Background: an optimization exercise with open tools, aiming at small area, a short achievable clock period and few clock cycles per item. Do not read the settings as production practice. Function was checked by simulation only, so behaviour that the tests miss may differ from the original. Power is estimated from default activity; no workload was simulated.

==> job 8979 <==
Design calendar_clock_second_adder_top, start of the top module:
module calendar_clock_second_adder_top (
   input  logic                              clock,
   input  logic                              reset,
   input  logic                              req_tvalid,
   output logic                              req_tready,
   input  logic [ccsa_pkg::REQ_DATA_W-1:0]   req_tdata,
   input  logic [ccsa_pkg::REQ_USER_W-1:0]   req_tuser,
   output logic                              rsp_tvalid,
   input  logic                              rsp_tready,
   output logic [ccsa_pkg::RSP_DATA_W-1:0]   rsp_tdata
);
   localparam int NGRP  = (31 + GRP_W - 1) / GRP_W;
   localparam int IDX_W = (NGRP > 4) ? 3 : (NGRP > 2) ? 2 : 1;
   logic [13:0] year_ff;
   logic [3:0]  month_ff;
   logic [4:0]  day_ff;
   logic [4:0]  hour_ff;
   logic [5:0]  min_ff;
   logic [5:0]  sec_ff;
   logic        leap_ff;        
   logic        day_gt_ff;      
   logic        rsp_valid_ff;
   logic              rq_full_ff;
   logic              rq_first_ff;   
   logic [1:0]        rq_op_ff;
   logic [IDX_W-1:0]  rq_idx_ff;     
   logic [30:0]       rq_data_ff;
   logic              hb_full_ff;    
   logic [1:0]        hb_op_ff;
   logic [31:0]       acc_ff;
   logic              s2_busy_ff;    
   logic [DAYS_W-1:0] d2_ff;         
   logic [1:0]        c2_ff;
   logic slot_free, s2_take, can_fill, s1_go, s1_last, rq_free, accept, commit;
   assign slot_free = !rsp_valid_ff || rsp_tready;
   assign s2_take   = hb_full_ff && !s2_busy_ff && slot_free;
   assign can_fill  = !hb_full_ff || s2_take;
   logic [NGRP*GRP_W-1:0] in_pad;
   logic [IDX_W-1:0]      in_idx;
   logic [30:0]           in_data;
   assign in_pad = (NGRP*GRP_W)'(req_tdata[30:0]);
   always_comb begin
      in_idx = '0;
      for (int g = 1; g < NGRP; g++)
         if (in_pad[g*GRP_W +: GRP_W] != '0) in_idx = IDX_W'(g);
      case (req_tuser)
         FUNC_ADD:  in_data = req_tdata[30:0];
         FUNC_TIME: in_data = 31'({req_tdata[35:31], req_tdata[41:36], req_tdata[47:42]});
         default:   in_data = 31'(req_tdata[70:48]);
      endcase
   end
   logic [NGRP*GRP_W-1:0] rq_pad;
   logic [GRP_W-1:0]      grp;
  ...
==> module ccsa_cal, before the edit <==
module ccsa_cal (
   input  logic [13:0]                  year,
   input  logic [3:0]                   month,
   input  logic [4:0]                   day,
   input  logic                         leap,       
   input  logic [ccsa_pkg::DAYS_W-1:0]  days,
   input  logic [1:0]                   carry_in,   
   input  logic [1:0]                   carry,      
   input  logic                         first,
   input  logic                         day_gt,     
   output logic                         fin,        
   output logic                         moved,      
   output logic                         year_inc,   
   output logic [13:0]                  year1,      
   output logic [13:0]                  next_year,
   output logic [3:0]                   next_month,
   output logic [4:0]                   next_day,
   output logic [ccsa_pkg::DAYS_W-1:0]  next_days
);
   localparam int K = MONTHS_STEP;
   function automatic int mdays(input int m, input int lp);
      if (m == 2) mdays = lp ? 29 : 28;
      else if (m == 4 || m == 6 || m == 9 || m == 11) mdays = 30;
      else mdays = 31;
   endfunction
   function automatic logic [6:0] span(input int m, input int lp, input int k);
      int mm, tot, inc;
      tot = 0;
      inc = 0;
      mm  = m;
      for (int i = 0; i < k; i++) begin
         if (mm == 2 && inc != 0) tot = -1000;
         tot = tot + mdays(mm, lp);
         if (mm >= 12) inc = 1;
         mm = (mm >= 12) ? 1 : mm + 1;
      end
      span = (tot < 0) ? 7'd0 : 7'(tot);
   endfunction
   logic [6:0]        sp [1:K];
   logic [K:1]        ok;
   logic [4:0]        addend;             
   logic [8:0]        g_lo;              
   logic              big;               
   logic [9:0]        r [0:K];           
   logic [K:1]        ge, gem;
   logic [2:0]        j, jm, jmax;
   logic [9:0]        rj;
   logic [6:0]        hi, hi_m1, hi_p1;
   logic [3:0]        m_j;
   logic              inc_j;
   function automatic logic [4:0] month_on(input logic [3:0] m, input logic [2:0] jj);
      int mm, inc;
      mm  = int'(m);
      inc = 0;
      for (int i = 0; i < 7; i++)
         if (i < int'(jj)) begin
            if (mm >= 12) inc = 1;
            mm = (mm >= 12) ? 1 : mm + 1;
         end
      month_on = {inc[0], 4'(mm)};
   endfunction
   always_comb begin
      for (int k = 1; k <= K; k++) begin
         sp[k] = '0;
         case ({leap, month})
            5'd0:  sp[k] = span(0,  0, k);  5'd1:  sp[k] = span(1,  0, k);
            5'd2:  sp[k] = span(2,  0, k);  5'd3:  sp[k] = span(3,  0, k);
            5'd4:  sp[k] = span(4,  0, k);  5'd5:  sp[k] = span(5,  0, k);
            5'd6:  sp[k] = span(6,  0, k);  5'd7:  sp[k] = span(7,  0, k);
            5'd8:  sp[k] = span(8,  0, k);  5'd9:  sp[k] = span(9,  0, k);
            5'd10: sp[k] = span(10, 0, k);  5'd11: sp[k] = span(11, 0, k);
            5'd12: sp[k] = span(12, 0, k);  5'd13: sp[k] = span(13, 0, k);
            5'd14: sp[k] = span(14, 0, k);  5'd15: sp[k] = span(15, 0, k);
            5'd16: sp[k] = span(0,  1, k);  5'd17: sp[k] = span(1,  1, k);
            5'd18: sp[k] = span(2,  1, k);  5'd19: sp[k] = span(3,  1, k);
            5'd20: sp[k] = span(4,  1, k);  5'd21: sp[k] = span(5,  1, k);
            5'd22: sp[k] = span(6,  1, k);  5'd23: sp[k] = span(7,  1, k);
            5'd24: sp[k] = span(8,  1, k);  5'd25: sp[k] = span(9,  1, k);
            5'd26: sp[k] = span(10, 1, k);  5'd27: sp[k] = span(11, 1, k);
            5'd28: sp[k] = span(12, 1, k);  5'd29: sp[k] = span(13, 1, k);
            5'd30: sp[k] = span(14, 1, k);  default: sp[k] = span(15, 1, k);
         endcase
         ok[k] = (sp[k] != '0);
      end
      addend = first ? (day_gt ? sp[1][4:0] : day) : 5'(carry_in);
      g_lo  = 9'(days[7:0]) + 9'(addend);
      big   = (days[DAYS_W-1:8] != '0) || g_lo[8];
      r[0]  = 10'(g_lo);
      for (int k = 1; k <= K; k++) begin
         r[k]   = 10'(g_lo) - 10'(sp[k]);
         ge[k]  = ok[k] && (big || (!r[k][9] && r[k] != 10'd0));
         gem[k] = ok[k] && (big || (first ? (!r[k][9] || r[k] == 10'h3FF) : (!r[k][9] && r[k] != 10'd0)));
      end
      j = 3'd0; jm = 3'd0; jmax = 3'd0;
      for (int k = 1; k <= K; k++) begin
         if (ge[k])  j    = 3'(k);
         if (gem[k]) jm   = 3'(k);
         if (ok[k])  jmax = 3'(k);
      end
      rj  = r[0];
      for (int k = 1; k <= K; k++)
         if (j == 3'(k)) rj = r[k];
      fin   = (j == jm) && (j < jmax);
      moved = (j != 3'd0);
      {inc_j, m_j} = month_on(month, j);
      year1      = (year >= 14'd9999) ? 14'd1 : year + 14'd1;
      year_inc   = inc_j;
      next_year  = inc_j ? year1 : year;
      next_month = m_j;
      if (!fin)
         next_day = (j == 3'd0) ? day : 5'd1;
      else if (j == 3'd0 && day_gt)
         next_day = day;
      else
         next_day = rj[4:0] + 5'(carry);
      hi    = days[DAYS_W-1:8];
      hi_m1 = hi - 7'd1;
      hi_p1 = hi + 7'd1;
      next_days = {rj[9] ? hi_m1 : rj[8] ? hi_p1 : hi, rj[7:0]};
   end
endmodule
export LEC_CHECK = 0
export ABC_AREA = 1
export CAP_MARGIN = 20
export CORE_MARGIN = 2
export CORE_UTILIZATION = 40
export SETUP_SLACK_MARGIN = 3.5
export SLEW_MARGIN = 20
create_clock -name core_clock -period 11.0 [get_ports {clock}]
standard.sh (not shown) runs the stock make flow with config.mk's settings and CLKGATE_MAP_FILE= SYNTH_SCRIPT=/design/flow/synth_recipe.tcl, a recipe that flattens the netlist after the stock synthesis.
==> flow/flow/run.sh <==
#!/bin/bash
# Standard layout, with the port buffers made of buf_2 cells instead of the default
# delay buffers. Every tool's output goes to a log file in this folder.
set -e
cp standard.sh standard_copy.sh.txt
export BUFFER_PORTS_ARGS="-buffer_cell sky130_fd_sc_hd__buf_2"
bash standard.sh > standard.log 2>&1
==> job 3957 (differences from job 8979) <==
--- a/flow/design.v
+++ b/flow/design.v
@@ -9,3 +9,3 @@
    localparam int GRP_W = 12;
-   localparam int MONTHS_STEP = 4;
+   localparam int MONTHS_STEP = 3;
    localparam int DAYS_W = 15;
@@ -117,13 +117,4 @@
    logic              inc_j;
-   function automatic logic [4:0] month_on(input logic [3:0] m, input logic [2:0] jj);
-      int mm, inc;
-      mm  = int'(m);
-      inc = 0;
-      for (int i = 0; i < 7; i++)
-         if (i < int'(jj)) begin
-            if (mm >= 12) inc = 1;
-            mm = (mm >= 12) ? 1 : mm + 1;
-         end
-      month_on = {inc[0], 4'(mm)};
-   endfunction
+   logic [3:0]        mk [1:K];         
+   logic [K:1]        ik;                
    always_comb begin
@@ -171,3 +162,17 @@
       moved = (j != 3'd0);
-      {inc_j, m_j} = month_on(month, j);
+      for (int k = 1; k <= K; k++) begin
+         if (month >= 4'd12) begin
+            mk[k] = 4'(k);
+            ik[k] = 1'b1;
+         end else if (5'(month) + 5'(k) > 5'd12) begin
+            mk[k] = 4'(5'(month) + 5'(k) - 5'd12);
+            ik[k] = 1'b1;
+         end else begin
+            mk[k] = month + 4'(k);
+            ik[k] = 1'b0;
+         end
+      end
+      {inc_j, m_j} = {1'b0, month};
+      for (int k = 1; k <= K; k++)
+         if (j == 3'(k)) {inc_j, m_j} = {ik[k], mk[k]};
       year1      = (year >= 14'd9999) ? 14'd1 : year + 14'd1;
--- a/flow/config.mk
+++ b/flow/config.mk
@@ -11,3 +11,4 @@
 export CORE_UTILIZATION = 40
-export SETUP_SLACK_MARGIN = 3.5
+export CTS_BUF_LIST = sky130_fd_sc_hd__clkbuf_4 sky130_fd_sc_hd__clkbuf_8
+export SETUP_SLACK_MARGIN = 4.3
 export SLEW_MARGIN = 20
==> job 1147 (differences from job 8979) <==
--- a/flow/design.v
+++ b/flow/design.v
@@ -117,13 +117,4 @@
    logic              inc_j;
-   function automatic logic [4:0] month_on(input logic [3:0] m, input logic [2:0] jj);
-      int mm, inc;
-      mm  = int'(m);
-      inc = 0;
-      for (int i = 0; i < 7; i++)
-         if (i < int'(jj)) begin
-            if (mm >= 12) inc = 1;
-            mm = (mm >= 12) ? 1 : mm + 1;
-         end
-      month_on = {inc[0], 4'(mm)};
-   endfunction
+   logic [3:0]        mk [1:K];         
+   logic [K:1]        ik;                
    always_comb begin
@@ -171,3 +162,17 @@
       moved = (j != 3'd0);
-      {inc_j, m_j} = month_on(month, j);
+      for (int k = 1; k <= K; k++) begin
+         if (month >= 4'd12) begin
+            mk[k] = 4'(k);
+            ik[k] = 1'b1;
+         end else if (5'(month) + 5'(k) > 5'd12) begin
+            mk[k] = 4'(5'(month) + 5'(k) - 5'd12);
+            ik[k] = 1'b1;
+         end else begin
+            mk[k] = month + 4'(k);
+            ik[k] = 1'b0;
+         end
+      end
+      {inc_j, m_j} = {1'b0, month};
+      for (int k = 1; k <= K; k++)
+         if (j == 3'(k)) {inc_j, m_j} = {ik[k], mk[k]};
       year1      = (year >= 14'd9999) ? 14'd1 : year + 14'd1;
--- a/flow/config.mk
+++ b/flow/config.mk
@@ -11,3 +11,4 @@
 export CORE_UTILIZATION = 40
-export SETUP_SLACK_MARGIN = 3.5
+export CTS_BUF_LIST = sky130_fd_sc_hd__clkbuf_4 sky130_fd_sc_hd__clkbuf_8
+export SETUP_SLACK_MARGIN = 4
 export SLEW_MARGIN = 20
==> comparison <==
Power, lowest first: job 1147, job 3957, job 8979. The highest hold slack belongs to job 1147, the lowest to job 8979. Clock skew is about the same in job 3957 and job 8979. Via count, highest first: job 1147, job 8979, job 3957. Non-clock buffer count: job 3957 is higher than job 8979 (28). Against job 3957, the first-iteration DRC count of job 1147 is higher by about 56%.
Testbench counts of job 8979, summed over its fixed seeds: cycles 4,019, items 2,400.
Testbench counts of job 3957, summed over its fixed seeds: cycles 4,143, items 2,400.
Testbench counts of job 1147, summed over its fixed seeds: cycles 4,019, items 2,400.

## separate check: timing with driven ports
No port has a modelled driver above. Below, the same layouts with a new extraction and two added sets of constraints. Step 1 sets driving cells, clkbuf_16 on the clock port and buf_2 on the other inputs (assumed; they add their load-dependent delay and slew). Step 2 also shifts input and output timing later by t, the mid clock arrival at the registers, as if the neighbouring blocks saw the same clock. Slacks: no drivers / after step 1 / after step 2; pairs: no drivers / after step 1.
run	shift t [ns]	setup WS [ns]	worst setup path at the end	latest minus earliest clock arrival (ns)	slew at the worst register clock pin (ns)
job 8979	0.490	4.022 / 4.022 / 4.022	register to register	0.016 / 0.015	0.07 / 0.07
job 3957	0.514	4.641 / 4.641 / 4.641	register to register	0.016 / 0.015	0.10 / 0.10
job 1147	0.485	4.294 / 4.294 / 4.294	register to register	0.019 / 0.020	0.10 / 0.10
After both steps every run listed still meets setup and hold.
